What follows belongs to an exercise in optimizing a design on an open flow for small area, a short achievable clock period and few clock cycles; a production flow would make more cautious choices. At most, simulation tests tie the RTL to the original design; equivalence was not proved. No functional check of the RTL was part of runs 2 to 6. Power figures rest on the tool's default switching activity, not on a simulated workload.

**flow/design.v**
```verilog
`timescale 1ns/10ps
package link_pkg;
    localparam int LINK_W = 16;
    localparam int ADR_W = 24;
    localparam int MEM_DEPTH = 64;
    localparam int MEM_AW = 6;
    localparam logic HDR_MARKER = 1'b1;   
    typedef logic [LINK_W-1:0] link_word_t;
    typedef logic [ADR_W-1:0] link_adr_t;
    typedef logic [2:0] beat_cnt_t;   
    typedef enum logic [3:0] {
        CYC_SINGLE = 4'd0,
        CYC_BURST8 = 4'd1,
        CYC_BURST4 = 4'd2
    } cyc_type_e;
    typedef struct packed {
        logic [ADR_W-LINK_W-1:0] adr_hi;
        cyc_type_e cyc;
        logic we;
        logic [1:0] sel;
        logic marker;
    } link_hdr0_t;
    typedef struct packed {
        link_adr_t adr;
        logic we;
        logic [1:0] sel;
        beat_cnt_t last;
    } link_cmd_t;
    typedef struct packed {
        logic ok;
        logic err;
        link_word_t rdata;
    } link_result_t;
    function automatic beat_cnt_t cyc_last(cyc_type_e cyc);
        case (cyc)
            link_pkg::CYC_BURST8: cyc_last = 3'd7;
            link_pkg::CYC_BURST4: cyc_last = 3'd3;
            default: cyc_last = 3'd0;   
        endcase
    endfunction
endpackage
`timescale 1ns/10ps
package wb_pkg;
    localparam int WB_ADR_W = 24;
    localparam int WB_DAT_W = 16;
    typedef logic [WB_ADR_W-1:0] wb_adr_t;   
    typedef logic [WB_DAT_W-1:0] wb_dat_t;
    typedef struct packed {
        logic cyc;
        logic stb;
        logic we;
        logic [1:0] sel;
        wb_adr_t adr;
        wb_dat_t dat;
        logic burst4;
        logic burst8;   
    } wb_req_t;
endpackage
`timescale 1ns/10ps
module wb_compressor (
    input  logic                 i_clk,
    input  logic                 i_rst,
    input  wb_pkg::wb_req_t      wb_req_i,
    output wb_pkg::wb_dat_t      wb_dat_o,
    output logic                 wb_ack_o,
    output logic                 wb_err_o,
    output link_pkg::link_word_t cw_word_o,
    output logic                 cw_req_o,
    output logic                 cw_dir_o,
    input  link_pkg::link_word_t rw_word_i,
    input  logic                 rw_ack_i,
    input  logic                 rw_err_i
);
    typedef enum logic [2:0] {
        ST_IDLE,
        ST_HDR1,
        ST_WACK,
        ST_RDATA,
        ST_WDATA,
        ST_WWAIT,
        ST_WDOWN
    } state_e;
    state_e state;
    link_pkg::cyc_type_e cyc_type;
    link_pkg::link_hdr0_t hdr0;
    link_pkg::beat_cnt_t cnt;
    link_pkg::beat_cnt_t last_q;
    logic we_q;
    logic beat_done;
    logic last_beat;
    logic req_seen;
    always_comb begin
        if (wb_req_i.burst8) begin
            cyc_type = link_pkg::CYC_BURST8;
        end else if (wb_req_i.burst4) begin
            cyc_type = link_pkg::CYC_BURST4;
        end else begin
            cyc_type = link_pkg::CYC_SINGLE;
        end
        hdr0.adr_hi = wb_req_i.adr[link_pkg::ADR_W-1:link_pkg::LINK_W];
        hdr0.cyc = cyc_type;
        hdr0.we = wb_req_i.we;
        hdr0.sel = wb_req_i.sel;
        hdr0.marker = link_pkg::HDR_MARKER;
    end
    assign req_seen = wb_req_i.cyc & wb_req_i.stb;
    assign beat_done = rw_ack_i | rw_err_i;
    assign last_beat = (cnt == last_q);
    always_ff @(posedge i_clk) begin
        if (i_rst) begin
            state <= ST_IDLE;
            cw_req_o <= 1'b0;
            cw_dir_o <= 1'b0;
            wb_ack_o <= 1'b0;
            wb_err_o <= 1'b0;
            we_q <= 1'b0;
            last_q <= '0;
            cnt <= '0;
        end else begin
            cw_req_o <= 1'b0;   
            wb_ack_o <= 1'b0;
            wb_err_o <= 1'b0;
            case (state)
                ST_IDLE: begin
                    if (req_seen) begin
                        cw_word_o <= link_pkg::link_word_t'(hdr0);
                        cw_req_o <= 1'b1;
                        we_q <= wb_req_i.we;
                        last_q <= link_pkg::cyc_last(cyc_type);
                        cnt <= '0;
                        state <= ST_HDR1;
                    end
                end
                ST_HDR1: begin
                    cw_word_o <= wb_req_i.adr[link_pkg::LINK_W-1:0];   
                    state <= ST_WACK;
                end
                ST_WACK: begin
                    if (rw_ack_i) begin
                        if (we_q) begin
                            cw_word_o <= wb_req_i.dat;
                            cw_req_o <= 1'b1;
                            state <= ST_WDATA;
                        end else begin
                            cw_dir_o <= 1'b1;   
                            state <= ST_RDATA;
                        end
                    end
                end
                ST_RDATA: begin
                    if (beat_done) begin
                        wb_ack_o <= rw_ack_i;
                        wb_err_o <= rw_err_i;
                        wb_dat_o <= rw_word_i;
                        cnt <= cnt + 1'b1;
                        if (last_beat) begin
                            cw_dir_o <= 1'b0;
                            state <= ST_WDOWN;
                        end
                    end
                end
                ST_WDATA: begin
                    if (beat_done) begin
                        wb_ack_o <= rw_ack_i;
                        wb_err_o <= rw_err_i;
                        cnt <= cnt + 1'b1;
                        state <= last_beat ? ST_WDOWN : ST_WWAIT;
                    end
                end
                ST_WWAIT: begin
                    if (req_seen && !wb_ack_o) begin
                        cw_word_o <= wb_req_i.dat;
                        cw_req_o <= 1'b1;
                        state <= ST_WDATA;
                    end
                end
                ST_WDOWN: begin
                    state <= ST_IDLE;   
                end
                default: begin
                    state <= ST_IDLE;
                end
            endcase
        end
    end
endmodule
`timescale 1ns/10ps
module link_decoder (
    input  logic                 i_clk,
    input  logic                 i_rst,
    input  link_pkg::link_word_t cw_word_i,
    input  logic                 cw_req_i,
    output link_pkg::link_cmd_t  cmd_o,
    output logic                 cmd_stb_o,
    output link_pkg::link_word_t beat_word_o,
    output logic                 beat_stb_o
);
    typedef enum logic [1:0] {
        ST_IDLE,
        ST_HDR1,
        ST_WDATA
    } state_e;
    state_e state;
    link_pkg::link_hdr0_t hdr_in;
    link_pkg::link_hdr0_t hdr_q;
    link_pkg::beat_cnt_t cnt;
    assign hdr_in = link_pkg::link_hdr0_t'(cw_word_i);
    always_ff @(posedge i_clk) begin
        if (i_rst) begin
            state <= ST_IDLE;
            cmd_stb_o <= 1'b0;
            beat_stb_o <= 1'b0;
            cnt <= '0;
        end else begin
            cmd_stb_o <= 1'b0;
            beat_stb_o <= 1'b0;
            case (state)
                ST_IDLE: begin
                    if (cw_req_i && hdr_in.marker == link_pkg::HDR_MARKER) begin
                        hdr_q <= hdr_in;
                        state <= ST_HDR1;
                    end
                end
                ST_HDR1: begin
                    cmd_o.adr <= {hdr_q.adr_hi, cw_word_i};
                    cmd_o.we <= hdr_q.we;
                    cmd_o.sel <= hdr_q.sel;
                    cmd_o.last <= link_pkg::cyc_last(hdr_q.cyc);
                    cmd_stb_o <= 1'b1;
                    cnt <= '0;
                    state <= hdr_q.we ? ST_WDATA : ST_IDLE;   
                end
                ST_WDATA: begin
                    if (cw_req_i) begin
                        beat_word_o <= cw_word_i;
                        beat_stb_o <= 1'b1;
                        cnt <= cnt + 1'b1;
                        if (cnt == cmd_o.last) begin
                            state <= ST_IDLE;
                        end
                    end
                end
                default: begin
                    state <= ST_IDLE;
                end
            endcase
        end
    end
endmodule
`timescale 1ns/10ps
module link_target (
    input  logic                   i_clk,
    input  logic                   i_rst,
    input  link_pkg::link_cmd_t    cmd_i,
    input  logic                   cmd_stb_i,
    input  link_pkg::link_word_t   beat_word_i,
    input  logic                   beat_stb_i,
    output link_pkg::link_result_t res_o,
    output logic                   res_stb_o
);
    link_pkg::link_word_t mem [link_pkg::MEM_DEPTH];
    link_pkg::link_cmd_t cmd_q;
    link_pkg::beat_cnt_t cnt;
    logic rd_run;
    logic [link_pkg::ADR_W:0] beat_adr;   
    logic [link_pkg::MEM_AW-1:0] idx;
    logic in_range;
    logic wr_en;
    assign beat_adr = {1'b0, cmd_q.adr} + (link_pkg::ADR_W + 1)'(cnt);
    assign in_range = beat_adr < (link_pkg::ADR_W + 1)'(link_pkg::MEM_DEPTH);
    assign idx = beat_adr[link_pkg::MEM_AW-1:0];
    assign wr_en = beat_stb_i & in_range;
    always_ff @(posedge i_clk) begin
        if (i_rst) begin
            cmd_q <= '0;
            cnt <= '0;
            rd_run <= 1'b0;
            res_stb_o <= 1'b0;
        end else begin
            res_stb_o <= 1'b0;
            if (cmd_stb_i) begin
                cmd_q <= cmd_i;
                cnt <= '0;
                rd_run <= ~cmd_i.we;   
            end else if (rd_run) begin
                res_o.ok <= in_range;
                res_o.err <= ~in_range;
                res_o.rdata <= in_range ? mem[idx] : '0;
                res_stb_o <= 1'b1;
                cnt <= cnt + 1'b1;
                if (cnt == cmd_q.last) begin
                    rd_run <= 1'b0;
                end
            end else if (beat_stb_i) begin
                res_o.ok <= in_range;
                res_o.err <= ~in_range;
                res_o.rdata <= '0;
                res_stb_o <= 1'b1;
                cnt <= cnt + 1'b1;
            end
        end
    end
    always_ff @(posedge i_clk) begin
        if (i_rst) begin
            for (int i = 0; i < link_pkg::MEM_DEPTH; i++) begin
                mem[i] <= '0;
            end
        end else if (wr_en) begin
            if (cmd_q.sel[1]) begin
                mem[idx][15:8] <= beat_word_i[15:8];
            end
            if (cmd_q.sel[0]) begin
                mem[idx][7:0] <= beat_word_i[7:0];
            end
        end
    end
endmodule
`timescale 1ns/10ps
module link_responder (
    input  logic                   i_clk,
    input  logic                   i_rst,
    input  logic                   cmd_stb_i,
    input  link_pkg::link_result_t res_i,
    input  logic                   res_stb_i,
    output link_pkg::link_word_t   rw_word_o,
    output logic                   rw_ack_o,
    output logic                   rw_err_o
);
    logic res_ok;
    logic res_err;
    assign res_ok = res_stb_i & res_i.ok;
    assign res_err = res_stb_i & res_i.err;
    always_ff @(posedge i_clk) begin
        if (i_rst) begin
            rw_ack_o <= 1'b0;
            rw_err_o <= 1'b0;
        end else begin
            rw_ack_o <= cmd_stb_i | res_ok;   
            rw_err_o <= res_err;
        end
    end
    always_ff @(posedge i_clk) begin
        rw_word_o <= res_stb_i ? res_i.rdata : '0;
    end
endmodule
`timescale 1ns/10ps
module link_bridge_top (
    input  logic            i_clk,
    input  logic            i_rst,
    input  wb_pkg::wb_req_t wb_req_i,
    output wb_pkg::wb_dat_t wb_dat_o,
    output logic            wb_ack_o,
    output logic            wb_err_o,
    output logic            link_dir_o
);
    link_pkg::link_word_t cw_word;
    logic cw_req;
    logic cw_dir;
    link_pkg::link_word_t rw_word;
    logic rw_ack;
    logic rw_err;
    link_pkg::link_cmd_t cmd;
    logic cmd_stb;
    link_pkg::link_word_t beat_word;
    logic beat_stb;
    link_pkg::link_result_t res;
    logic res_stb;
    assign link_dir_o = cw_dir;   
    wb_compressor u_compressor (
        .i_clk     (i_clk),
        .i_rst     (i_rst),
        .wb_req_i  (wb_req_i),
        .wb_dat_o  (wb_dat_o),
        .wb_ack_o  (wb_ack_o),
        .wb_err_o  (wb_err_o),
        .cw_word_o (cw_word),
        .cw_req_o  (cw_req),
        .cw_dir_o  (cw_dir),
        .rw_word_i (rw_word),
        .rw_ack_i  (rw_ack),
        .rw_err_i  (rw_err)
    );
    link_decoder u_decoder (
        .i_clk       (i_clk),
        .i_rst       (i_rst),
        .cw_word_i   (cw_word),
        .cw_req_i    (cw_req),
        .cmd_o       (cmd),
        .cmd_stb_o   (cmd_stb),
        .beat_word_o (beat_word),
        .beat_stb_o  (beat_stb)
    );
    link_target u_target (
        .i_clk       (i_clk),
        .i_rst       (i_rst),
        .cmd_i       (cmd),
        .cmd_stb_i   (cmd_stb),
        .beat_word_i (beat_word),
        .beat_stb_i  (beat_stb),
        .res_o       (res),
        .res_stb_o   (res_stb)
    );
    link_responder u_responder (
        .i_clk     (i_clk),
        .i_rst     (i_rst),
        .cmd_stb_i (cmd_stb),
        .res_i     (res),
        .res_stb_i (res_stb),
        .rw_word_o (rw_word),
        .rw_ack_o  (rw_ack),
        .rw_err_o  (rw_err)
    );
endmodule
`timescale 1ns/10ps
module link_bridge (
    input  logic        i_clk,
    input  logic        i_rst,
    input  logic        wb_cyc_i,
    input  logic        wb_stb_i,
    input  logic        wb_we_i,
    input  logic [1:0]  wb_sel_i,
    input  logic [23:0] wb_adr_i,
    input  logic [15:0] wb_dat_i,
    input  logic        wb_burst4_i,
    input  logic        wb_burst8_i,
    output logic [15:0] wb_dat_o,
    output logic        wb_ack_o,
    output logic        wb_err_o,
    output logic        link_dir_o
);
    wb_pkg::wb_req_t req;
    always_comb begin
        req.cyc = wb_cyc_i;
        req.stb = wb_stb_i;
        req.we = wb_we_i;
        req.sel = wb_sel_i;
        req.adr = wb_adr_i;
        req.dat = wb_dat_i;
        req.burst4 = wb_burst4_i;
        req.burst8 = wb_burst8_i;
    end
    link_bridge_top u_top (
        .i_clk      (i_clk),
        .i_rst      (i_rst),
        .wb_req_i   (req),
        .wb_dat_o   (wb_dat_o),
        .wb_ack_o   (wb_ack_o),
        .wb_err_o   (wb_err_o),
        .link_dir_o (link_dir_o)
    );
endmodule
```
**flow/run.sh**
```bash
#!/bin/bash
# synth_recipe.tcl (not shown) runs the flow's synth.tcl, then flattens the netlist and writes it again
# the make line also repeats each setting of config.mk as NAME=value (left out here)
make -C /OpenROAD-flow-scripts/flow DESIGN_CONFIG=/design/flow/config.mk WORK_HOME=/design/flow/orfs CLKGATE_MAP_FILE= SYNTH_SCRIPT=/design/flow/synth_recipe.tcl finish
```
**flow/config.mk**
```make
export PLATFORM = sky130hd
export DESIGN_NAME = link_bridge
export DESIGN_NICKNAME = link_bridge
export VERILOG_FILES = /design/flow/design.v
export SDC_FILE = /design/flow/constraint.sdc
export NUM_CORES = 4
export LEC_CHECK = 0
export CAP_MARGIN = 20
export CORE_MARGIN = 2
export CORE_UTILIZATION = 30
export SLEW_MARGIN = 20
```
**flow/constraint.sdc**
```tcl
create_clock -name core_clock -period 6.5 [get_ports {i_clk}]
set_input_delay 1.3000 -clock core_clock [delete_from_list [all_inputs] [get_ports {i_clk}]]
set_output_delay 1.3000 -clock core_clock [all_outputs]
set_load 0.01 [all_outputs]
```
==> flow_summary_export.csv, run 1 <==
group,metric,value,unit
run_status,status,"complete, no violations",
clock_network,post_cts_resized,0,
floorplanning,start_util,0.302,
finish,nNetsFinal,4080,
sta,tightest_slew,1.24,ns
clock_network,cts_tree,"done",
clock_network,clk_pin_slew,0.06,ns
critical_path,critPathLaunchType,"flip-flop",
clock_network,cts_hold_buf,0,
finish,drive_gt1_frac,0.0822,
min_path,min_path_type,"flip-flop to flip-flop",
clock_network,insertion_delay,0.79,ns
placement,hpwl,121000,um
global_route,grt_pass1_vias,34600,
finish,area_growth,14.2,%
finish,fillers,16200,
global_route,antenna_found_initial,10,
critical_path,cp_data_arrival_time,5.62,ns
placement,gp_congestion,0.984,
critical_path,cp_cell_sequence,"ha_1 -> inv_1 -> fa_2 -> nand2b_1 -> a211o_1 -> a2111oi_2 -> o22ai_1 -> nor4_4 -> nand3_4 -> buf_4 -> nor2_1",
sta,hold_violations,0,
sta,whs,0.402,ns
clock_network,cts_made_buffers,121,
finish,fin_cells,6336,
global_route,gr-total-overflow,0,
clock_network,clock-sinks,1205,
floorplanning,row_count,150,
route,drcViolationCount,0,
route,vias_per_cell,5.87,
floorplanning,fp.dieW,414,um
synthesis,synth_edf_count,1134,
clock_network,cts_root_buffer,"clkbuf_16",
sta,rsz0062_at_grt,"false",
floorplanning,dieArea,0.172,mm^2
sta,skew,0.0372,ns
route,wl_per_cell,31.1,um
sta,setup_viol,0,
finish,regArea,0.0355,mm^2
global_route,grt_pass1_wl,268000,um
power_and_ir_drop,finalPower,16.8,mW
clock_network,htree_levels,3,
route,routed_wl,197000,um
synthesis,synthFlopType,"edfxtp_1",
sta,setup_tns,0,ns
global_route,grt_max_degree,84,
synthesis,synth_nets,4098,
synthesis,synthArstFlopShare,0,
sta,slew_headroom,0.171,
finish,post-route-cell-area,0.0577,mm^2
critical_path,required,7.08,ns
clock_network,cts_setup_buffers,0,
critical_path,cpLargestDelayFamily,"simple AND/OR/NAND/NOR gates",
synthesis,synth_seq_area_share,0.702,
placement,port-buffer-count,67,
synthesis,syn_area_per_cell,12.5,um^2
synthesis,syn_area,0.0505,mm^2
power_and_ir_drop,p_per_area,291,mW/mm^2
critical_path,crit_type,"flip-flop to flip-flop",
power_and_ir_drop,leakagePower,18.6,nW
finish,multi_input_area,0.0138,mm^2
synthesis,postSynthCellCount,4042,
synthesis,ys_seq_elements,1205,
critical_path,slowest_stage,"nor4_4",
critical_path,path_max_fanout,68,
critical_path,end_kind,"flip-flop",
critical_path,crit_buf_inv,2,
sta,fin_crit,5.04,ns
sta,fmax,199,MHz
route,vias,37200,
clock_network,cts_buffer_depth,3,
job,maxCapViolCount,0,
critical_path,critPathMaxStageDelay,1.04,ns
synthesis,ys_warn_count,5,
route,drtPass1Iterations,9,
global_route,grt_usage,0.221,
placement,place_inst,6105,
placement,placed_area,0.0538,mm^2
route,antenna_left,0,
synthesis,synth_cell_types,67,
route,drtIter0Drc,7451,
floorplanning,die_y,414,um
sta,drv_slew,0,
floorplanning,io_pins,68,
floorplanning,coreArea,0.167,mm^2
sta,fin_crit_sh,0.775,
power_and_ir_drop,peakVddDrop,0.000236,V
-- metrics by stage --
stage                      util  setup slack, ns
final                     0.345             1.46
after detailed placement  0.322             1.58
after global routing      0.345             1.20
after CTS                 0.345             1.54
after floorplan               -             1.70
after global placement    0.322             1.47
-- final cells by class --
type	instances	share of cell area
Antenna cell	7	0.000304
Inverter	13	0.000846
Timing Repair Buffer	180	0.0292
Sequential cell	1205	0.615
Clock buffer	166	0.0572
Tap cell	2204	0.0478
Clock inverter	58	0.00955
Multi-Input combinational cell	2503	0.240
-- synthesized netlist by cell type, types with 12 or more instances --
cell / instances / share of area
nor2_1: 1127 / 0.084
dfxtp_1: 71 / 0.028
nor4_1: 15 / 0.0019
buf_2: 16 / 0.0016
buf_6: 24 / 0.0054
a221oi_1: 27 / 0.0047
a41oi_1: 63 / 0.011
buf_1: 37 / 0.0028
a222oi_1: 14 / 0.0028
edfxtp_1: 1134 / 0.67
and2_1: 21 / 0.0026
nor3_1: 19 / 0.0019
a22oi_1: 394 / 0.059
nand3_1: 31 / 0.0031
clkbuf_1: 242 / 0.018
mux2i_1: 55 / 0.011
inv_1: 12 / 0.00089
nand4_1: 21 / 0.0026
a21o_1: 131 / 0.019
o21ai_0: 24 / 0.0024
a21oi_1: 72 / 0.0071
a31oi_1: 52 / 0.0064
nand2_1: 262 / 0.019
-- metal layers --
| metal | share of wire | GRT usage | wire length (um) | up-vias |
|---|---|---|---|---|
| met3 | 0.16 | 0.0845 | 31700 | 645 |
| met5 | 0.00031 | 0 | 62 | - |
| met4 | 0.065 | 0.127 | 12800 | 6 |
| met2 | 0.41 | 0.314 | 81400 | 3347 |
| met1 | 0.36 | 0.287 | 71400 | 18200 |
| li1 | - | - | - | 15000 |
-- placed cells by master (no fill, tap or decap), types with 8 or more instances in the layout --
cell,instances
a21oi_1,71
nor3_1,18
a22oi_1,394
nor2_4,8
a31oi_1,52
nand2_1,262
nand3_1,25
and2_1,21
nor2b_1,9
nand2b_1,10
edfxtp_1,1134
clkinv_2,21
a222oi_1,14
a2111oi_0,9
nor4_1,15
clkinv_1,20
inv_1,12
a221oi_1,27
a41oi_1,62
nor2_1,1117
o21ai_0,24
dfxtp_1,70
a21o_1,131
clkbuf_8,8
clkbuf_1,36
nand4_1,21
mux2i_1,55
and3_1,9
a22o_1,11
clkbuf_16,122
xnor2_1,9
buf_12,13
buf_4,100
clkdlybuf4s50_1,66
-- final timing paths --
kind | start | end | slack, ns | cells past startpoint
hold / removal | u_top.u_responder.rw_word_o[13] | u_top.u_compressor.wb_dat_o[13] | 0.40 | 0
setup / recovery | u_top.u_target.cnt[0] | u_top.u_target.mem[21][15] | 1.46 | 11
setup reg to reg | u_top.u_target.cnt[0] | u_top.u_target.mem[21][15] | 1.46 | 11
hold reg to reg | u_top.u_responder.rw_word_o[13] | u_top.u_compressor.wb_dat_o[13] | 0.40 | 0
-- report_power, final --
| group | internal [mW] | switching [mW] |
|---|---|---|
| combinational | 0.241 | 0.624 |
| clock | 3.83 | 3.12 |
| sequential | 8.80 | 0.167 |
| total | 12.9 | 3.91 |
-- kinds of logic after synthesis --
logic type | Yosys count | share of synthesized area
XOR/XNOR | 15 | 0.00260
buffers and inverters | 334 | 0.0289
multiplexers | 63 | 0.0138
adder cells (fa/ha/maj) | 7 | 0.00188
flip-flops | 1205 | 0.702
AO/OA/AOI/OAI | 853 | 0.125
AND/OR/NAND/NOR | 1565 | 0.125
-- flip-flops by register name (all words and copies together), names as in the netlist, 2 cells and up --
name	cells
u_top.u_compressor.cnt	3
u_top.u_compressor.cw_word_o	16
u_top.u_compressor.last_q	2
u_top.u_compressor.state	3
u_top.u_compressor.wb_dat_o	16
u_top.u_decoder.beat_word_o	16
u_top.u_decoder.cmd_o	29
u_top.u_decoder.cnt	3
u_top.u_decoder.hdr_q	15
u_top.u_decoder.state	2
u_top.u_responder.rw_word_o	16
u_top.u_target.cmd_q	28
u_top.u_target.cnt	3
u_top.u_target.mem	1024
u_top.u_target.res_o	18
Testbench counts, summed over its fixed seeds: cycles 67,197.
==> inputs of run 2 (changes only) <==
==> flow/design.v (replaced) <==
`timescale 1ns/10ps
package link_pkg;
    localparam int LINK_W = 16;
    localparam int ADR_W = 24;
    localparam int MEM_DEPTH = 64;
    localparam int MEM_AW = 6;
    localparam logic HDR_MARKER = 1'b1;   
    typedef logic [LINK_W-1:0] link_word_t;
    typedef logic [ADR_W-1:0] link_adr_t;
    typedef logic [2:0] beat_cnt_t;   
    typedef enum logic [3:0] {
        CYC_SINGLE = 4'd0,
        CYC_BURST8 = 4'd1,
        CYC_BURST4 = 4'd2
    } cyc_type_e;
    typedef struct packed {
        logic [ADR_W-LINK_W-1:0] adr_hi;
        cyc_type_e cyc;
        logic we;
        logic [1:0] sel;
        logic marker;
    } link_hdr0_t;
    typedef struct packed {
        link_adr_t adr;
        logic we;
        logic [1:0] sel;
        beat_cnt_t last;
    } link_cmd_t;
    typedef struct packed {
        logic ok;
        logic err;
        link_word_t rdata;
    } link_result_t;
    function automatic beat_cnt_t cyc_last(cyc_type_e cyc);
        case (cyc)
            link_pkg::CYC_BURST8: cyc_last = 3'd7;
            link_pkg::CYC_BURST4: cyc_last = 3'd3;
            default: cyc_last = 3'd0;   
        endcase
    endfunction
endpackage
`timescale 1ns/10ps
package wb_pkg;
    localparam int WB_ADR_W = 24;
    localparam int WB_DAT_W = 16;
    typedef logic [WB_ADR_W-1:0] wb_adr_t;   
    typedef logic [WB_DAT_W-1:0] wb_dat_t;
    typedef struct packed {
        logic cyc;
        logic stb;
        logic we;
        logic [1:0] sel;
        wb_adr_t adr;
        wb_dat_t dat;
        logic burst4;
        logic burst8;   
    } wb_req_t;
endpackage
`timescale 1ns/10ps
`timescale 1ns/10ps
`timescale 1ns/10ps
`timescale 1ns/10ps
`timescale 1ns/10ps
`timescale 1ns/10ps
module link_bridge (
    input  logic        i_clk,
    input  logic        i_rst,
    input  logic        wb_cyc_i,
    input  logic        wb_stb_i,
    input  logic        wb_we_i,
    input  logic [1:0]  wb_sel_i,
    input  logic [23:0] wb_adr_i,
    input  logic [15:0] wb_dat_i,
    input  logic        wb_burst4_i,
    input  logic        wb_burst8_i,
    output logic [15:0] wb_dat_o,
    output logic        wb_ack_o,
    output logic        wb_err_o,
    output logic        link_dir_o
);
    logic [15:0] mem [64];
    logic [2:0]  cnt;        
    logic [5:0]  nidx_q;     
    logic        novf_q;     
    logic        beat;
    logic        first;
    logic [2:0]  last;
    logic        is_last;
    logic [5:0]  idx;
    logic        in_range;
    logic [63:0] word_oh;    
    logic [15:0] rdat;
    logic [1:0]  wsel;
    logic [15:0] wdat;
    assign beat = wb_cyc_i & wb_stb_i;
    assign first = (cnt == 3'd0);
    assign last = wb_burst8_i ? 3'd7 : (wb_burst4_i ? 3'd3 : 3'd0);
    assign is_last = (cnt == last);
    assign idx = first ? wb_adr_i[5:0] : nidx_q;
    assign in_range = (wb_adr_i[23:6] == 18'd0) & (first | ~novf_q);
    always_comb begin
        rdat = 16'd0;
        for (int i = 0; i < 64; i++) begin
            word_oh[i] = in_range & (idx == 6'(i));
            rdat = rdat | (mem[i] & {16{word_oh[i]}});
        end
    end
    always_ff @(posedge i_clk) begin
        if (i_rst) begin
            cnt <= 3'd0;
            nidx_q <= 6'd0;
            novf_q <= 1'b0;
            wb_ack_o <= 1'b0;
            wb_err_o <= 1'b0;
            link_dir_o <= 1'b0;
        end else begin
            wb_ack_o <= beat & in_range;
            wb_err_o <= beat & ~in_range;
            link_dir_o <= beat & ~wb_we_i & ~is_last;
            if (beat) begin
                cnt <= is_last ? 3'd0 : cnt + 3'd1;
                {novf_q, nidx_q} <= {~in_range, 6'd0} | ({1'b0, idx} + 7'd1);
            end
        end
    end
    always_ff @(posedge i_clk) begin
        wb_dat_o <= rdat;
    end
    assign wsel = {2{beat & wb_we_i}} & wb_sel_i;
    assign wdat = i_rst ? 16'd0 : wb_dat_i;
    always_ff @(posedge i_clk) begin
        for (int i = 0; i < 64; i++) begin
            if (i_rst || (word_oh[i] && wsel[1])) begin
                mem[i][15:8] <= wdat[15:8];
            end
            if (i_rst || (word_oh[i] && wsel[0])) begin
                mem[i][7:0] <= wdat[7:0];
            end
        end
    end
endmodule
--- a/flow/config.mk
+++ b/flow/config.mk
@@ -9,3 +9,5 @@
 export CORE_MARGIN = 2
-export CORE_UTILIZATION = 30
+export CORE_UTILIZATION = 50
+export CTS_BUF_LIST = sky130_fd_sc_hd__clkbuf_4 sky130_fd_sc_hd__clkbuf_8
+export CTS_CLUSTER_SIZE = 30
 export SLEW_MARGIN = 20
==> run 2 against run 1 <==
  * Clock skew increased by 0.011 ns
  * Global-route usage increased by 7.1 points
  * Critical path depth unchanged
  * Clock-buffer cell count increased by 53
  * First-iteration DRC count decreased by 49%
  * Die area decreased by 52%
  * Worst setup slack improved by 0.32 ns
  * Non-clock buffer count decreased by 32
  * Hold slack improved by 0.12 ns
  * Design area decreased by 21%
  * Combinational power increased by 2%
  * Register-to-register slack improved by 0.32 ns
  * Critical endpoint is now wb_dat_o[2]
  * Largest cell class unchanged
==> flow_summary_export.csv, run 2 <==
group,metric,value,unit
route,routed_wl,121000,um
finish,area_growth,13.5,%
route,drtIter0Drc,3836,
global_route,gr-total-overflow,0,
clock_network,insertion_delay,0.83,ns
finish,nNetsFinal,2550,
synthesis,synth_area_leaders,"edfxtp_1 (76%), a222oi_1 (3.3%), a22oi_1 (1.8%)",
clock_network,cts_buffer_depth,3,
finish,largest_register_ffs,1024,
placement,hpwl,75300,um
synthesis,syn_area,0.0404,mm^2
critical_path,cp_data_arrival_time,5.41,ns
critical_path,required,7.20,ns
placement,port-buffer-count,67,
sta,skew,0.0480,ns
finish,top_register,"mem",
synthesis,synth_commonest_cells,"edfxtp_1 (1024), clkbuf_1 (140), a222oi_1 (132)",
global_route,antenna_found_initial,5,
critical_path,crit_type,"flip-flop to flip-flop",
clock_network,htree_levels,4,
floorplanning,io_pins,68,
clock_network,cts_setup_buffers,0,
critical_path,critPathLaunchType,"flip-flop",
clock_network,clock-sinks,1053,
sta,fin_ws,1.79,ns
finish,drive_gt1_frac,0.167,
min_path,min_path_type,"flip-flop to flip-flop",
synthesis,syn_area_per_cell,17.0,um^2
synthesis,synthArstFlopShare,0,
job,maxCapViolCount,0,
sta,fin_crit,4.71,ns
placement,gp_congestion,0.908,
clock_network,cts_hold_buf,0,
synthesis,synth_top_area_cell,"edfxtp_1",
route,wl_per_cell,32.7,um
sta,setup_tns,0,ns
global_route,use_met2,0.451,
finish,post-route-cell-area,0.0458,mm^2
global_route,grt_pass1_wl,173000,um
synthesis,ys_warn_count,2,
synthesis,yosysMostFrequentCell,"edfxtp_1",
sta,setup_viol,0,
clock_network,clk_pin_slew,0.06,ns
route,vias_per_cell,6.71,
sta,tightest_slew,1.22,ns
critical_path,cpLargestDelayFamily,"simple AND/OR/NAND/NOR gates",
power_and_ir_drop,peakVddDrop,0.000193,V
synthesis,yosys.area.top_type_share,0.762,
global_route,grt_pass1_vias,24000,
global_route,grtUsageMet1,0.413,
power_and_ir_drop,leakagePower,15.4,nW
sta,fin_crit_sh,0.725,
critical_path,crit_buf_inv,3,
sta,slew_headroom,0.189,
critical_path,path_common_cell,"buf_4",
critical_path,path_max_fanout,30,
synthesis,ys_seq_elements,1053,
synthesis,synth_nets,2425,
clock_network,cts_root_buffer,"clkbuf_8",
sta,fmax,212,MHz
synthesis,synth_seq_area_share,0.776,
floorplanning,row_count,104,
floorplanning,die_y,288,um
synthesis,postSynthCellCount,2374,
critical_path,slowest_stage,"a222oi_1",
critical_path,r2r_slack,1.79,ns
global_route,grt_usage,0.292,
placement,pre_cts_slack,1.16,ns
route,drtPass1Iterations,8,
global_route,met3_usage,0.0599,
clock_network,cts_tree,"done",
floorplanning,fp.dieW,288,um
floorplanning,dieArea,0.0830,mm^2
critical_path,cp_cell_sequence,"inv_1 -> ha_1 -> nor2b_4 -> buf_4 -> nor3_1 -> or2_2 -> buf_4 -> a222oi_1 -> a31o_2 -> o2111ai_1 -> or4_1",
route,drcViolationCount,0,
critical_path,critPathMaxStageDelay,0.77,ns
route,antenna_left,0,
synthesis,synthFlopType,"edfxtp_1",
finish,final_util,0.571,
route,vias,24800,
finish,final_common_cell,"edfxtp_1",
floorplanning,start_util,0.503,
finish,reg_top3,"mem x1024, wb_dat_o x16, nidx_q x6",
global_route,grt_max_degree,87,
critical_path,end_kind,"flip-flop",
run_status,status,"complete, no violations",
synthesis,synth_cell_types,75,
finish,final_cell_mix,"edfxtp_1 (1024), clkbuf_8 (170), a222oi_1 (132)",
clock_network,cts_made_buffers,166,
sta,drv_slew,0,
global_route,busiest_layer,"met2",
power_and_ir_drop,p_per_area,320,mW/mm^2
sta,rsz0062_at_grt,"false",
sta,hold_violations,0,
floorplanning,coreArea,0.0802,mm^2
placement,placed_area,0.0425,mm^2
clock_network,post_cts_resized,0,
synthesis,synth_edf_count,1024,
-- run 2: cell count changes after synthesis, moves of 52 or more --
cell / previous run / this run
a41oi_1: 63 / 2
nand2_1: 262 / 93
edfxtp_1: 1134 / 1024
nor2_1: 1127 / 85
clkbuf_1: 242 / 140
a22o_1: 11 / 63
a22oi_1: 394 / 96
a222oi_1: 14 / 132
-- run 2: cell type report --
type	instances	area [um^2]
fill	6221	34400
sequential	1053	31300
multi-input combinational	1122	8500
clock buffer	219	2710
tap	1060	1330
timing repair buffer	148	1330
clock inverter	85	577
inverter	8	30.0
antenna	2	5.00
-- run 2: cells by family (layout without fill, tap and decap cells) --
kind of cell | after synthesis | in the layout | synth area share
XOR/XNOR | 2 | 2 | 0.000434
AO/OA/AOI/OAI | 753 | 753 | 0.154
buffers and inverters | 199 | 460 | 0.0205
multiplexers | 9 | 9 | 0.00233
adder cells (fa/ha/maj) | 2 | 2 | 0.000620
other | 0 | 2 | 0
AND/OR/NAND/NOR | 356 | 356 | 0.0453
flip-flops | 1053 | 1053 | 0.776
-- run 2: final timing paths --
check             from           to  cells past startpoint
max             cnt[0]  wb_dat_o[2]                     11
min          nidx_q[5]    nidx_q[5]                      2
max reg2reg     cnt[0]  wb_dat_o[2]                     11
min reg2reg  nidx_q[5]    nidx_q[5]                      2
-- run 2: through the flow --
stage / total power [mW] / instances / hold WS [ns]
4_1_cts: 14.7 / 3695 / 0.505
2_1_floorplan: 8.76 / 2374 / 0.470
3_3_place_gp: 9.17 / 3389 / 0.483
6_report: 14.6 / 3697 / 0.520
5_1_grt: 15.1 / 3696 / 0.549
3_5_place_dp: 9.20 / 3391 / 0.496
-- run 2: power breakdown --
group          internal (mW)  switching (mW)  total, mW
Combinational          0.233           0.646      0.879
Sequential              8.04           0.157       8.20
Clock                   2.94            2.62       5.56
Total                   11.2            3.42       14.6
-- run 2: layer usage --
metal	share of wire	routed length, um	vias to the layer above
met5	0.00021	25	-
met3	0.10	12300	225
met1	0.40	48400	12700
li1	-	-	10300
met2	0.46	56100	1543
met4	0.033	3950	4
-- run 2: worst min-delay path: stages, from the launching register on --
cell and delay [ns]:
dfxtp_1 0.35, nand2_1 0.07, a21oi_1 0.05
==> inputs of run 3 (changes only) <==
--- a/flow/config.mk
+++ b/flow/config.mk
@@ -10,4 +10,3 @@
 export CORE_UTILIZATION = 50
-export CTS_BUF_LIST = sky130_fd_sc_hd__clkbuf_4 sky130_fd_sc_hd__clkbuf_8
-export CTS_CLUSTER_SIZE = 30
+export SETUP_SLACK_MARGIN = 3.5
 export SLEW_MARGIN = 20
==> run 3 against run 2 <==
  * First-iteration DRC count increased by 13%
  * Register-to-register slack gained 1.2 ns
  * Non-clock buffer count is 218 higher
  * Combinational power increased by 39%
  * Sequential cell count stayed put
  * Final cell count is 3.7% higher
  * Clock skew shrank 0.018 ns
  * Power is 6.1% higher
  * Clock power grew about 10%
  * Synthesized area is the same
==> flow_summary_export.csv, run 3 <==
group,metric,value,unit
critical_path,critPathMaxStageDelay,0.56,ns
synthesis,synth_top_area_cell,"edfxtp_1",
sta,setup_tns,0,ns
global_route,grt_max_degree,65,
sta,fin_crit,3.47,ns
finish,drive_gt1_frac,0.295,
global_route,grt_pass1_wl,191000,um
placement,placed_area,0.0436,mm^2
finish,post-route-cell-area,0.0510,mm^2
min_path,min_path_type,"flip-flop to flip-flop",
critical_path,cp_data_arrival_time,3.99,ns
placement,gp_congestion,0.896,
run_status,status,"complete, no violations",
sta,rsz0062_at_grt,"true",
synthesis,synth_nets,2425,
synthesis,syn_area,0.0404,mm^2
power_and_ir_drop,finalPower,15.5,mW
clock_network,cts_made_buffers,105,
sta,drv_slew,0,
power_and_ir_drop,clkPwrFrac,0.394,
route,drtPass1Iterations,9,
synthesis,synthArstFlopShare,0,
floorplanning,dieArea,0.0830,mm^2
power_and_ir_drop,p_per_area,304,mW/mm^2
floorplanning,fp.dieW,288,um
synthesis,ys_warn_count,2,
critical_path,path_common_cell,"buf_6",
sta,fin_crit_sh,0.534,
finish,fillers,5572,
sta,slew_headroom,0.290,
critical_path,critPathLaunchType,"flip-flop",
critical_path,slowest_stage,"or4_4",
power_and_ir_drop,swShare,0.227,
sta,skew,0.0303,ns
floorplanning,row_count,104,
clock_network,clock-sinks,1053,
critical_path,cpLargestDelayFamily,"simple AND/OR/NAND/NOR gates",
clock_network,cts_buffer_depth,3,
synthesis,yosys.area.top_type_share,0.762,
finish,fin_cells,3833,
critical_path,end_kind,"flip-flop",
route,antenna_left,0,
synthesis,yosysMostFrequentCell,"edfxtp_1",
power_and_ir_drop,peakVddDrop,0.000304,V
critical_path,required,7.02,ns
synthesis,ys_seq_elements,1053,
finish,final_common_cell,"edfxtp_1",
sta,setup_viol,0,
job,maxCapViolCount,0,
sta,hold_violations,0,
clock_network,clk_pin_slew,0.06,ns
placement,port-buffer-count,67,
global_route,gr-total-overflow,0,
floorplanning,die_y,288,um
floorplanning,io_pins,68,
global_route,grt_usage,0.329,
power_and_ir_drop,pwr-share-comb,0.078,
route,wl_per_cell,36.0,um
synthesis,synth_area_leaders,"edfxtp_1 (76%), a222oi_1 (3.3%), a22oi_1 (1.8%)",
finish,area_growth,26.4,%
critical_path,path_max_fanout,12,
global_route,grt_pass1_vias,25100,
power_and_ir_drop,sequentialPowerShare,0.528,
route,drtIter0Drc,4329,
clock_network,cts_tree,"done",
synthesis,synth_commonest_cells,"edfxtp_1 (1024), clkbuf_1 (140), a222oi_1 (132)",
synthesis,synthFlopType,"edfxtp_1",
synthesis,synth_cell_types,75,
route,vias_per_cell,6.93,
global_route,antenna_found_initial,12,
synthesis,synth_seq_area_share,0.776,
floorplanning,coreArea,0.0802,mm^2
finish,nNetsFinal,2730,
placement,place_inst,3374,
finish,reg_top3,"mem x1024, wb_dat_o x16, nidx_q x6",
finish,final_cell_mix,"edfxtp_1 (1024), buf_4 (172), a222oi_1 (132)",
critical_path,cp_cell_sequence,"inv_2 -> ha_4 -> nor2b_4 -> buf_6 -> buf_6 -> mux2i_4 -> and2_4 -> buf_4 -> bufbuf_16 -> a222oi_1 -> a31oi_1 -> or4_4 -> or4_1",
synthesis,postSynthCellCount,2374,
finish,top_register,"mem",
power_and_ir_drop,p_int,12.0,mW
finish,largest_register_ffs,1024,
synthesis,syn_area_per_cell,17.0,um^2
clock_network,htree_levels,3,
placement,hpwl,74400,um
clock_network,insertion_delay,0.67,ns
synthesis,synth_edf_count,1024,
clock_network,cts_root_buffer,"clkbuf_16",
route,drcViolationCount,0,
power_and_ir_drop,leakagePower,17.4,nW
sta,fmax,288,MHz
clock_network,cts_hold_buf,0,
route,routed_wl,138000,um
route,vias,26600,
power_and_ir_drop,power_switching,3.53,mW
sta,tightest_slew,1.07,ns
floorplanning,start_util,0.503,
critical_path,crit_buf_inv,5,
critical_path,crit_type,"flip-flop to flip-flop",
run 3: timing repair:
item	in CTS	in global routing
hold endpoints to repair	0	0
setup endpoints to repair	1054	820
buffers inserted	181	37
pin swaps	120	102
resized for setup	311	69
gates cloned	33	5
run 3: worst paths after layout:
| kind | start | end | slack, ns | cells past startpoint |
|---|---|---|---|---|
| min | mem[47][15] | wb_dat_o[15] | 0.55 | 3 |
| max | cnt[0] | wb_dat_o[4] | 3.03 | 13 |
| max reg2reg | cnt[0] | wb_dat_o[4] | 3.03 | 13 |
| min reg2reg | mem[47][15] | wb_dat_o[15] | 0.55 | 3 |
run 3: tightest hold or removal path, delay by kind of cell, from the launching register on:
family / cells / cell delay [ns]
DFF: 1 / 0.32
and+or+nand+nor: 2 / 0.15
AOI/OAI and AO/OA: 1 / 0.06
run 3: power by group through the flow:
stage	sequential (mW)	combinational (mW)	clock [mW]
2_1_floorplan	8.27	0.575	0
3_3_place_gp	8.30	0.912	0
3_5_place_dp	8.32	0.929	0
4_1_cts	8.19	1.13	6.14
5_1_grt	8.23	1.25	6.40
6_report	8.19	1.22	6.12
run 3: final cells by class:
class	instances	area [um^2]	area share
timing repair buffer	366	4210	0.0825
sequential	1053	31400	0.615
clock inverter	60	574	0.0113
multi-input combinational	1145	10600	0.208
clock buffer	137	2890	0.0567
tap	1060	1330	0.0260
inverter	8	30.0	0.000589
antenna	4	10.0	0.000196
run 3: per-stage QoR:
step           hold WS [ns]  utilization  setup WS, ns
2_1_floorplan         0.470            -          2.89
3_3_place_gp          0.480        0.544          1.22
3_5_place_dp          0.499        0.544          1.30
4_1_cts               0.534        0.626          3.11
5_1_grt               0.575        0.636          2.99
6_report              0.550        0.636          3.03
run 3: cells by family (layout without fill, tap and decap cells):
kind of cell,Yosys count,in the layout,synth area share
mux,9,12,0.00233
xor+xnor,2,2,0.000434
flops,1053,1053,0.776
compound gates,753,754,0.154
simple gates,356,375,0.0453
fa+ha+maj,2,2,0.000620
buf+inv,199,571,0.0205
other cells,0,4,0
run 3: routing by layer:
metal | up-vias | track usage | share of wire
met5 | - | 0 | 0.00049
met2 | 1940 | 0.492 | 0.44
li1 | 10700 | - | -
met1 | 13500 | 0.463 | 0.38
met4 | 10 | 0.149 | 0.054
met3 | 369 | 0.0759 | 0.12
==> inputs of run 4 (changes only) <==
--- a/flow/design.v
+++ b/flow/design.v
@@ -82,2 +82,3 @@
     logic [2:0]  cnt;        
+    logic        first;      
     logic [5:0]  nidx_q;     
@@ -85,3 +86,2 @@
     logic        beat;
-    logic        first;
     logic [2:0]  last;
@@ -95,3 +95,2 @@
     assign beat = wb_cyc_i & wb_stb_i;
-    assign first = (cnt == 3'd0);
     assign last = wb_burst8_i ? 3'd7 : (wb_burst4_i ? 3'd3 : 3'd0);
@@ -110,2 +109,3 @@
             cnt <= 3'd0;
+            first <= 1'b1;
             nidx_q <= 6'd0;
@@ -121,2 +121,3 @@
                 cnt <= is_last ? 3'd0 : cnt + 3'd1;
+                first <= is_last;
                 {novf_q, nidx_q} <= {~in_range, 6'd0} | ({1'b0, idx} + 7'd1);
--- a/flow/config.mk
+++ b/flow/config.mk
@@ -10,3 +10,3 @@
 export CORE_UTILIZATION = 50
-export SETUP_SLACK_MARGIN = 3.5
+export SETUP_SLACK_MARGIN = 3.8
 export SLEW_MARGIN = 20
==> run 4 against run 3 <==
  * Sequential cell count is 1 higher
  * Utilization is 3.2 points higher
  * Still clean on timing, DRC and antenna
  * Non-clock buffer count is 216 higher
  * Die area is 2.8% higher
  * Maximum frequency is 12% lower
==> flow_summary_export.csv, run 4 <==
group,metric,value,unit
job,maxCapViolCount,0,
synthesis,synthFlopType,"edfxtp_1",
global_route,grt_pass1_vias,28400,
route,vias_per_cell,7.24,
global_route,grt_max_degree,112,
power_and_ir_drop,p_per_area,292,mW/mm^2
synthesis,synth_edf_count,1024,
synthesis,yosysMostFrequentCell,"edfxtp_1",
clock_network,cts_buffer_depth,3,
sta,fmax,253,MHz
clock_network,cts_made_buffers,107,
synthesis,yosys.area_share.simple,0.0581,
placement,pre_cts_slack,0.888,ns
clock_network,insertion_delay,0.70,ns
synthesis,synth_area_leaders,"edfxtp_1 (74%), a22oi_1 (3.3%), a22o_1 (2.0%)",
finish,top_register,"mem",
placement,gp_congestion,0.978,
floorplanning,fp.dieW,292,um
clock_network,clk_pin_slew,0.06,ns
synthesis,syn_area_per_cell,16.3,um^2
critical_path,cp_data_arrival_time,4.50,ns
clock_network,htree_levels,3,
sta,tightest_slew,1.12,ns
power_and_ir_drop,peakVddDrop,0.000217,V
sta,slew_headroom,0.253,
sta,rsz0062_at_grt,"true",
floorplanning,start_util,0.506,
synthesis,synthAdderAreaFrac,0.00151,
placement,port-buffer-count,67,
critical_path,slowest_stage,"a222oi_1",
route,drtPass1Iterations,8,
clock_network,clock-sinks,1054,
floorplanning,coreArea,0.0821,mm^2
sta,drv_slew,0,
finish,drive_gt1_frac,0.339,
critical_path,cp_cell_sequence,"buf_6 -> mux2i_4 -> inv_2 -> ha_4 -> buf_12 -> a222oi_1 -> a21o_1 -> nand4_1 -> a22o_1 -> or4_4 -> or4_1",
finish,area_growth,32.2,%
sta,hold_violations,0,
critical_path,critPathLaunchType,"primary input",
placement,hpwl,93100,um
run_status,status,"complete, no violations",
synthesis,synthArstFlopShare,0,
synthesis,ys_warn_count,2,
floorplanning,dieArea,0.0853,mm^2
route,wl_per_cell,40.5,um
route,routed_wl,171000,um
synthesis,synth_xor_area_frac,0.00127,
critical_path,crit_type,"primary input to flip-flop",
global_route,grt_pass1_wl,228000,um
global_route,grt_usage,0.388,
sta,skew,0.0307,ns
finish,largest_register_ffs,1024,
finish,final_common_cell,"edfxtp_1",
synthesis,synth_nets,2606,
global_route,antenna_found_initial,11,
synthesis,synth_compound_area_frac,0.155,
sta,setup_viol,0,
floorplanning,die_y,292,um
critical_path,cpLargestDelayFamily,"compound AO/OA/AOI/OAI gates",
finish,fin_cells,4217,
critical_path,end_kind,"flip-flop",
clock_network,cts_root_buffer,"clkbuf_16",
sta,setup_tns,0,ns
synthesis,yosys.area.top_type_share,0.741,
global_route,gr-total-overflow,0,
synthesis,synth_commonest_cells,"edfxtp_1 (1024), a22oi_1 (184), clkbuf_1 (105)",
finish,final_cell_mix,"edfxtp_1 (1024), buf_4 (272), a22oi_1 (171)",
critical_path,path_max_fanout,5,
finish,reg_top3,"mem x1024, wb_dat_o x16, nidx_q x6",
synthesis,postSynthCellCount,2552,
sta,fin_crit,3.95,ns
critical_path,crit_buf_inv,3,
synthesis,synth_top_family_by_area,"compound AO/OA/AOI/OAI gates",
finish,nNetsFinal,3105,
floorplanning,io_pins,68,
route,vias,30500,
floorplanning,row_count,105,
synthesis,synth_top_area_cell,"edfxtp_1",
sta,fin_crit_sh,0.608,
synthesis,synth_seq_area_share,0.755,
critical_path,required,7.05,ns
power_and_ir_drop,leakagePower,19.2,nW
clock_network,cts_tree,"done",
synthesis,syn_area,0.0415,mm^2
synthesis,synth_cell_types,83,
critical_path,critPathMaxStageDelay,0.97,ns
power_and_ir_drop,finalPower,16.1,mW
finish,final_util,0.668,
placement,place_inst,3588,
route,drcViolationCount,0,
sta,fin_ws,2.55,ns
min_path,min_path_type,"flip-flop to flip-flop",
route,antenna_left,0,
route,drtIter0Drc,5320,
synthesis,ys_seq_elements,1054,
synthesis,synth_mux_area_frac,0.000723,
-- run 4: cell types whose count changed after synthesis, sizes merged, moves of 33 or more --
cell | previous run | this run
nor4 | 10 | 61
inv | 8 | 57
a22oi | 96 | 184
a222oi | 132 | 80
nor2 | 86 | 50
o21ai | 20 | 82
buf | 51 | 102
clkbuf | 140 | 107
-- run 4: path summary, 6_finish.rpt --
path / from / end / slack (ns) / cells after the start
worst max-delay path: wb_adr_i[1] / wb_dat_o[12] / 2.55 / 11
worst min-delay path: mem[24][3] / wb_dat_o[3] / 0.51 / 2
worst max register to register: first / wb_dat_o[12] / 2.64 / 10
worst min register to register: mem[24][3] / wb_dat_o[3] / 0.51 / 2
-- run 4: stage by stage --
| step | cell area, um^2 | hold WS, ns |
|---|---|---|
| 5_1_grt | 54900 | 0.540 |
| 3_5_place_dp | 45100 | 0.499 |
| 2_1_floorplan | 43500 | 0.451 |
| 4_1_cts | 53400 | 0.501 |
| 6_report | 54900 | 0.513 |
| 3_3_place_gp | 45100 | 0.474 |
-- run 4: power by group --
group          total (mW)  switching [mW]  internal (mW)
Clock                6.29            2.73           3.56
Combinational        1.57            1.01          0.557
Sequential           8.20           0.162           8.04
-- run 4: routing by layer --
metal	up-vias	track usage	share of wire	routed length (um)
met5	-	0	0.0013	227
met4	14	0.242	0.082	14100
met3	703	0.132	0.15	25500
met2	2739	0.568	0.43	73200
met1	15300	0.500	0.34	57900
li1	11700	-	-	-
-- run 4: cell families after synthesis --
logic type | Yosys count
flops | 1054
compound gates | 817
simple gates | 401
buf+inv | 266
xor+xnor | 6
fa+ha+maj | 5
mux | 3
-- run 4: timing repair --
item                                    in CTS  in global routing
hold buffers                                 0                  0
buffers inserted                           309                 84
cloned                                      21                 10
endpoints found under the setup margin    1325               1323
resized for setup                          441                137
pin swaps                                  174                124
hold endpoints to repair                     0                  0
-- run 4: final cells by class --
cell class | count | area [um^2]
clock buffers | 126 | 2780
clock inverters | 74 | 777
inverters | 57 | 214
repair buffers | 582 | 6770
fillers | 5403 | 27200
diodes | 5 | 12.5
well taps | 1070 | 1340
multi-input cells | 1249 | 11600
flip-flops and latches | 1054 | 31400
-- run 4: worst reg2reg max path, cell delays in order (launching register included) --
cell and delay, ns:
dfxtp_4 0.48, mux2i_4 0.30, inv_2 0.10, ha_4 0.22, buf_12 0.16, a222oi_1 0.97, a21o_1 0.16, nand4_1 0.10
a22o_1 0.33, or4_4 0.48, or4_1 0.42
==> inputs of run 5 (changes only) <==
--- a/flow/design.v
+++ b/flow/design.v
@@ -83,4 +83,4 @@
     logic        first;      
-    logic [5:0]  nidx_q;     
-    logic        novf_q;     
+    logic [5:0]  idx_q;      
+    logic        ovf_q;      
     logic        beat;
@@ -89,2 +89,4 @@
     logic [5:0]  idx;
+    logic [5:0]  nidx;       
+    logic        novf;       
     logic        in_range;
@@ -97,4 +99,5 @@
     assign is_last = (cnt == last);
-    assign idx = first ? wb_adr_i[5:0] : nidx_q;
-    assign in_range = (wb_adr_i[23:6] == 18'd0) & (first | ~novf_q);
+    assign {novf, nidx} = {ovf_q, 6'd0} | ({1'b0, idx_q} + 7'd1);
+    assign idx = first ? wb_adr_i[5:0] : nidx;
+    assign in_range = (wb_adr_i[23:6] == 18'd0) & (first | ~novf);
     always_comb begin
@@ -110,4 +113,4 @@
             first <= 1'b1;
-            nidx_q <= 6'd0;
-            novf_q <= 1'b0;
+            idx_q <= 6'd0;
+            ovf_q <= 1'b0;
             wb_ack_o <= 1'b0;
@@ -122,3 +125,4 @@
                 first <= is_last;
-                {novf_q, nidx_q} <= {~in_range, 6'd0} | ({1'b0, idx} + 7'd1);
+                idx_q <= idx;
+                ovf_q <= ~in_range;
             end
--- a/flow/config.mk
+++ b/flow/config.mk
@@ -10,3 +10,5 @@
 export CORE_UTILIZATION = 50
-export SETUP_SLACK_MARGIN = 3.8
+export CTS_CLUSTER_DIAMETER = 80
+export CTS_CLUSTER_SIZE = 25
+export SETUP_SLACK_MARGIN = 3.0
 export SLEW_MARGIN = 20
==> run 5 against run 4 <==
  * Still clean
  * Combinational power down 58%
  * Maximum frequency up 5.1%
  * Critical path depth unchanged
  * Clock skew down 0.0088 ns
  * Utilization down 7.6 points
  * Largest cell class unchanged
  * Largest power group unchanged
  * Highest routed layer unchanged
==> flow_summary_export.csv, run 5 <==
group,metric,value,unit
run_status,status,"complete, no violations",
finish,top_register,"mem",
power_and_ir_drop,sequentialPowerShare,0.653,
sta,fin_crit_sh,0.578,
power_and_ir_drop,p_int,9.76,mW
power_and_ir_drop,clkPwrFrac,0.294,
synthesis,synth_cell_types,69,
clock_network,cts_tree,"done",
global_route,grt_pass1_wl,179000,um
synthesis,syn_area,0.0407,mm^2
finish,post-route-cell-area,0.0477,mm^2
critical_path,path_max_fanout,18,
synthesis,ys_seq_elements,1054,
critical_path,crit_type,"flip-flop to flip-flop",
sta,setup_viol,0,
clock_network,cts_root_buffer,"clkbuf_16",
clock_network,htree_levels,2,
global_route,grt_pass1_vias,24600,
placement,placed_area,0.0430,mm^2
power_and_ir_drop,p_per_area,264,mW/mm^2
route,vias,26100,
synthesis,postSynthCellCount,2538,
route,drcViolationCount,0,
finish,fin_cells,3816,
placement,gp_congestion,0.894,
job,maxCapViolCount,0,
finish,area_growth,17.0,%
route,wl_per_cell,33.5,um
placement,hpwl,74900,um
critical_path,critPathLaunchType,"flip-flop",
sta,hold_violations,0,
finish,largest_register_ffs,1024,
synthesis,synth_seq_area_share,0.769,
global_route,grt_usage,0.299,
critical_path,end_kind,"flip-flop",
finish,final_cell_mix,"edfxtp_1 (1024), nand2_1 (191), buf_4 (179)",
synthesis,synth_edf_count,1024,
route,routed_wl,128000,um
synthesis,syn_area_per_cell,16.1,um^2
sta,fin_ws,2.74,ns
power_and_ir_drop,pwr-share-comb,0.053,
finish,regArea,0.0314,mm^2
synthesis,yosys.area.top_type_share,0.755,
route,antenna_left,0,
sta,skew,0.0219,ns
floorplanning,die_y,289,um
finish,final_util,0.592,
synthesis,synthArstFlopShare,0,
clock_network,clk_pin_slew,0.09,ns
sta,fin_crit,3.76,ns
floorplanning,io_pins,68,
sta,setup_tns,0,ns
synthesis,synth_commonest_cells,"edfxtp_1 (1024), nand2_1 (201), clkbuf_1 (168)",
route,drtIter0Drc,3692,
critical_path,cp_data_arrival_time,4.36,ns
synthesis,synthFlopType,"edfxtp_1",
floorplanning,fp.dieW,289,um
sta,tightest_slew,1.34,ns
power_and_ir_drop,leakagePower,16.1,nW
sta,drv_slew,0,
clock_network,insertion_delay,0.66,ns
route,drtPass1Iterations,6,
critical_path,required,7.10,ns
synthesis,synth_top_area_cell,"edfxtp_1",
synthesis,synth_nets,2589,
power_and_ir_drop,peakVddDrop,0.000205,V
power_and_ir_drop,power_switching,2.81,mW
clock_network,cts_made_buffers,51,
finish,final_common_cell,"edfxtp_1",
clock_network,clock-sinks,1054,
sta,rsz0062_at_grt,"true",
global_route,antenna_found_initial,13,
finish,multi_input_area,0.0104,mm^2
floorplanning,coreArea,0.0805,mm^2
route,vias_per_cell,6.83,
finish,fillers,5932,
finish,reg_top3,"mem x1024, wb_dat_o x16, idx_q x6",
floorplanning,dieArea,0.0838,mm^2
power_and_ir_drop,swShare,0.224,
synthesis,yosysMostFrequentCell,"edfxtp_1",
placement,port-buffer-count,67,
global_route,grt_max_degree,75,
sta,whs,0.509,ns
min_path,min_path_type,"flip-flop to flip-flop",
synthesis,synth_area_leaders,"edfxtp_1 (75%), a22o_1 (2.6%), nand2_1 (1.9%)",
power_and_ir_drop,finalPower,12.6,mW
floorplanning,row_count,104,
finish,drive_gt1_frac,0.222,
placement,place_inst,3534,
placement,pre_cts_slack,1.14,ns
floorplanning,start_util,0.506,
sta,slew_headroom,0.105,
finish,nNetsFinal,2764,
global_route,gr-total-overflow,0,
sta,fmax,266,MHz
clock_network,cts_buffer_depth,3,
synthesis,ys_warn_count,2,
run 5: cell types whose count changed after synthesis, moves of 49 or more:
cell / previous run / this run
a22oi_1: 184 / 86
a222oi_1: 80 / 16
o22ai_1: 21 / 80
clkbuf_1: 105 / 168
nand2_1: 65 / 201
buf_2: 64 / 15
nand4_1: 26 / 77
run 5: final cells by class:
type                       instances  area share
clock buffer                      78      0.0289
inverter                          36     0.00291
antenna                            5    0.000262
clock inverter                    13     0.00344
tap                             1060      0.0278
multi-input combinational       1261       0.217
sequential                      1054       0.658
timing repair buffer             309      0.0617
run 5: power by group through the flow:
stage          clock network (mW)  registers (mW)  logic (mW)
2_1_floorplan                   0            8.28       0.300
3_3_place_gp                    0            8.33       0.533
3_5_place_dp                    0            8.35       0.547
4_1_cts                      3.73            8.20       0.617
5_1_grt                      3.94            8.25       0.697
6_report                     3.70            8.21       0.667
run 5: cell families after synthesis:
family | count (synthesis) | share of synthesized area
xor+xnor | 5 | 0.00126
flops | 1054 | 0.769
simple gates | 527 | 0.0673
buf+inv | 235 | 0.0232
fa+ha+maj | 2 | 0.000614
compound gates | 715 | 0.138
run 5: critical path, stage by stage, from the launching register on:
cell and delay, ns:
dfxtp_4 0.37, buf_4 0.20, a2111oi_0 1.03, a41oi_2 0.08, nand4_1 0.16, buf_6 0.14, buf_12 0.14, buf_8 0.15
and3_1 0.67, a22oi_1 0.20, nand4_1 0.31, or4_4 0.22
run 5: repair_timing:
item	CTS	global route
pin swaps	72	59
endpoints found under the setup margin	937	304
hold endpoints to repair	0	0
cloned	18	4
resized for setup	330	106
buffers inserted	105	59
hold buffers	0	0
run 5: final timing paths:
| path | start | endpoint | slack, ns | cells after the start |
|---|---|---|---|---|
| setup reg to reg | idx_q[4] | wb_dat_o[0] | 2.74 | 11 |
| hold / removal | ovf_q | ovf_q | 0.51 | 2 |
| setup / recovery | idx_q[4] | wb_dat_o[0] | 2.74 | 11 |
| hold reg to reg | ovf_q | ovf_q | 0.51 | 2 |
run 5: metal layers:
layer / track usage / share of wire / routed length, um
met3: 0.0591 / 0.10 / 12700
met5: 0 / 0.0013 / 167
met4: 0.110 / 0.047 / 6060
met1: 0.414 / 0.39 / 49300
met2: 0.472 / 0.47 / 59400
==> inputs of run 6 (changes only) <==
--- a/flow/config.mk
+++ b/flow/config.mk
@@ -12,3 +12,3 @@
 export CTS_CLUSTER_SIZE = 25
-export SETUP_SLACK_MARGIN = 3.0
+export SETUP_SLACK_MARGIN = 3.5
 export SLEW_MARGIN = 20
==> run 6 against run 5 <==
  * Global-route usage grew 1.6 points
  * Hold slack gained 0.012 ns
  * Largest cell class unchanged
  * Clock power grew 2%
  * Register-to-register slack gained 0.11 ns
  * Critical path depth grew 1
  * Still clean
  * Highest routed layer unchanged
==> flow_summary_export.csv, run 6 <==
group,metric,value,unit
critical_path,required,7.03,ns
power_and_ir_drop,p_int,9.89,mW
finish,area_growth,24.3,%
finish,top_register,"mem",
sta,fin_ws,2.85,ns
sta,fin_crit,3.65,ns
global_route,gr-total-overflow,0,
sta,setup_tns,0,ns
clock_network,clk_pin_slew,0.10,ns
synthesis,synthFlopType,"edfxtp_1",
finish,nNetsFinal,2901,
sta,whs,0.520,ns
sta,skew,0.0280,ns
critical_path,r2r_cells,12,
synthesis,synth_commonest_cells,"edfxtp_1 (1024), nand2_1 (201), clkbuf_1 (168)",
synthesis,yosysMostFrequentCell,"edfxtp_1",
floorplanning,coreArea,0.0805,mm^2
critical_path,slowest_stage,"or4_4",
floorplanning,dieArea,0.0838,mm^2
min_path,hold_start,"cnt[1]",
placement,port-buffer-count,67,
sta,rsz0062_at_grt,"true",
critical_path,critPathLaunchType,"flip-flop",
route,drtPass1Iterations,8,
route,vias,27300,
power_and_ir_drop,pwr-share-comb,0.061,
sta,fin_crit_sh,0.561,
synthesis,postSynthCellCount,2538,
route,antenna_left,0,
route,drtIter0Drc,4113,
floorplanning,io_pins,68,
global_route,grt_usage,0.315,
finish,reg_top3,"mem x1024, wb_dat_o x16, idx_q x6",
global_route,grt_pass1_wl,187000,um
finish,fillers,5586,
synthesis,synth_nets,2589,
finish,multi_input_area,0.0116,mm^2
synthesis,yosys.area.top_type_share,0.755,
min_path,min_path_type,"flip-flop to flip-flop",
synthesis,synth_cell_types,69,
critical_path,crit_type,"flip-flop to flip-flop",
placement,gp_congestion,0.861,
route,drcViolationCount,0,
clock_network,cts_tree,"done",
power_and_ir_drop,peakVddDrop,0.000240,V
critical_path,r2r-start,"idx_q[0]",
floorplanning,fp.dieW,289,um
sta,fmax,274,MHz
clock_network,cts_hold_buf,0,
finish,drive_gt1_frac,0.300,
placement,hpwl,73500,um
global_route,grt_pass1_vias,25300,
finish,largest_register_ffs,1024,
placement,pre_cts_slack,0.855,ns
floorplanning,row_count,104,
critical_path,path_common_cell,"buf_4",
synthesis,syn_area,0.0407,mm^2
critical_path,r2r-end,"wb_dat_o[6]",
critical_path,path_max_fanout,18,
sta,drv_slew,0,
min_path,hold_depth,2,
sta,slew_headroom,0.344,
sta,hold_violations,0,
critical_path,end_kind,"flip-flop",
clock_network,htree_levels,2,
route,vias_per_cell,6.92,
sta,setup_viol,0,
critical_path,cp_cell_sequence,"buf_4 -> buf_4 -> nand3b_1 -> buf_4 -> a41oi_4 -> nand2_4 -> o21ai_4 -> buf_12 -> nor2_4 -> a221o_1 -> or4_4 -> or4_1",
synthesis,synth_seq_area_share,0.769,
synthesis,synth_edf_count,1024,
power_and_ir_drop,p_per_area,252,mW/mm^2
route,wl_per_cell,35.6,um
power_and_ir_drop,swShare,0.224,
critical_path,cp_data_arrival_time,4.18,ns
clock_network,cts_buffer_depth,3,
finish,final_cell_mix,"edfxtp_1 (1024), buf_4 (228), nand2_1 (189)",
power_and_ir_drop,power_switching,2.86,mW
clock_network,clock-sinks,1054,
power_and_ir_drop,sequentialPowerShare,0.643,
global_route,antenna_found_initial,6,
finish,final_common_cell,"edfxtp_1",
min_path,min_delay_worst_endpoint,"cnt[1]",
floorplanning,start_util,0.506,
synthesis,synthArstFlopShare,0,
synthesis,synth_area_leaders,"edfxtp_1 (75%), a22o_1 (2.6%), nand2_1 (1.9%)",
global_route,grt_max_degree,76,
synthesis,ys_warn_count,2,
critical_path,critPathMaxStageDelay,0.60,ns
run_status,status,"complete, no violations",
clock_network,cts_root_buffer,"clkbuf_16",
route,routed_wl,140000,um
floorplanning,die_y,289,um
critical_path,r2r_slack,2.85,ns
clock_network,insertion_delay,0.66,ns
finish,regArea,0.0314,mm^2
synthesis,ys_seq_elements,1054,
power_and_ir_drop,leakagePower,17.2,nW
synthesis,synth_top_area_cell,"edfxtp_1",
sta,tightest_slew,0.984,ns
job,maxCapViolCount,0,
power_and_ir_drop,clkPwrFrac,0.297,
synthesis,syn_area_per_cell,16.1,um^2
clock_network,cts_made_buffers,50,
run 6: stage by stage:
step	cells	instance area, um^2	util	power, mW
after floorplan	2538	42800	-	8.62
after global placement	3517	43800	0.543	8.90
after detailed placement	3518	43800	0.544	8.93
after CTS	3799	48700	0.604	12.7
after global routing	3946	50600	0.628	13.0
final	3949	50600	0.629	12.8
run 6: power by group through the flow:
| stage | logic [mW] | clock network (mW) | registers (mW) |
|---|---|---|---|
| final | 0.773 | 3.78 | 8.20 |
| after global routing | 0.794 | 4.01 | 8.24 |
| after CTS | 0.696 | 3.80 | 8.19 |
| after detailed placement | 0.594 | 0 | 8.34 |
| after global placement | 0.582 | 0 | 8.32 |
| after floorplan | 0.341 | 0 | 8.28 |
run 6: layout make-up:
cell class / instances / share of cell area
antenna: 3 / 0.000148
clock buffer: 77 / 0.0275
clock inverter: 11 / 0.00368
inverter: 36 / 0.00274
multi-input combinational: 1280 / 0.230
sequential: 1054 / 0.620
tap: 1060 / 0.0262
timing repair buffer: 428 / 0.0903
run 6: logic make-up (layout without fill, tap and decap cells):
| group | count (synthesis) | count (layout) | share of synthesized area |
|---|---|---|---|
| adders and majority gates | 2 | 2 | 0.000614 |
| and+or+nand+nor | 527 | 555 | 0.0673 |
| buffers and inverters | 235 | 552 | 0.0232 |
| AOI/OAI and AO/OA | 715 | 718 | 0.138 |
| DFF | 1054 | 1054 | 0.769 |
| other | 0 | 3 | 0 |
| xor gates and xnor gates | 5 | 5 | 0.00126 |
run 6: worst max-delay path by stage:
| stage | start | cells past startpoint | to |
|---|---|---|---|
| after detailed placement | wb_adr_i[7] | 9 | wb_dat_o[5] |
| after floorplan | i_rst | 2 | mem[0][10] |
| after global placement | wb_adr_i[16] | 9 | wb_dat_o[5] |
| final | idx_q[0] | 12 | wb_dat_o[6] |
| after CTS | idx_q[0] | 12 | wb_dat_o[7] |
| after global routing | idx_q[0] | 13 | wb_dat_o[1] |
run 6: layer usage:
metal / global-route usage / part of all wire / vias to the layer above
li1: - / - / 11100
met1: 0.439 / 0.37 / 13900
met2: 0.492 / 0.46 / 1896
met3: 0.0632 / 0.12 / 403
met4: 0.121 / 0.050 / 6
met5: 0 / 0.0016 / -
run 6: worst max-delay path, delay by kind of cell (launching register included):
| kind | cells | cell delay, ns |
|---|---|---|
| compound gates | 3 | 0.74 |
| flops | 1 | 0.39 |
| simple gates | 5 | 1.67 |
| buf+inv | 4 | 0.68 |
run 6: repair_timing:
action,in CTS,in global routing
buffers inserted,162,128
pin swaps,107,89
cloned,31,19
resized for setup,385,145
setup endpoints to repair,1043,861

==> separate check: timing with driven ports <==
How much do the figures lean on ideal ports? The routed layouts below were timed once more, with nothing changed but the port constraints.
Step 1 sets driving cells, clkbuf_16 on the clock port and buf_2 on the other inputs (assumed; they add their load-dependent delay and slew).
Step 2 times the ports against the registers' clock, not the clock port: input delays grow and output delays shrink by t, the midpoint of the rising clock arrivals with the driver on.
a / b / c = ideal ports / drivers / drivers and shift; a / b = the first two.
run	shift t [ns]	setup slack, ns	latest minus earliest clock arrival (ns)
run 1	0.842	1.463 / 1.463 / 1.463	0.040 / 0.040
run 2	0.871	1.788 / 1.788 / 1.072	0.049 / 0.049
run 3	0.731	3.031 / 3.031 / 2.338	0.033 / 0.034
run 4	0.762	2.549 / 2.589 / 1.828	0.037 / 0.037
run 5	0.708	2.742 / 2.742 / 2.234	0.026 / 0.026
run 6	0.716	2.851 / 2.851 / 2.231	0.033 / 0.033
After both steps every run listed still meets setup and hold. For run 4, which loses most, drivers alone change the setup slack by +0.040 ns; drivers and shift together by -0.721 ns.
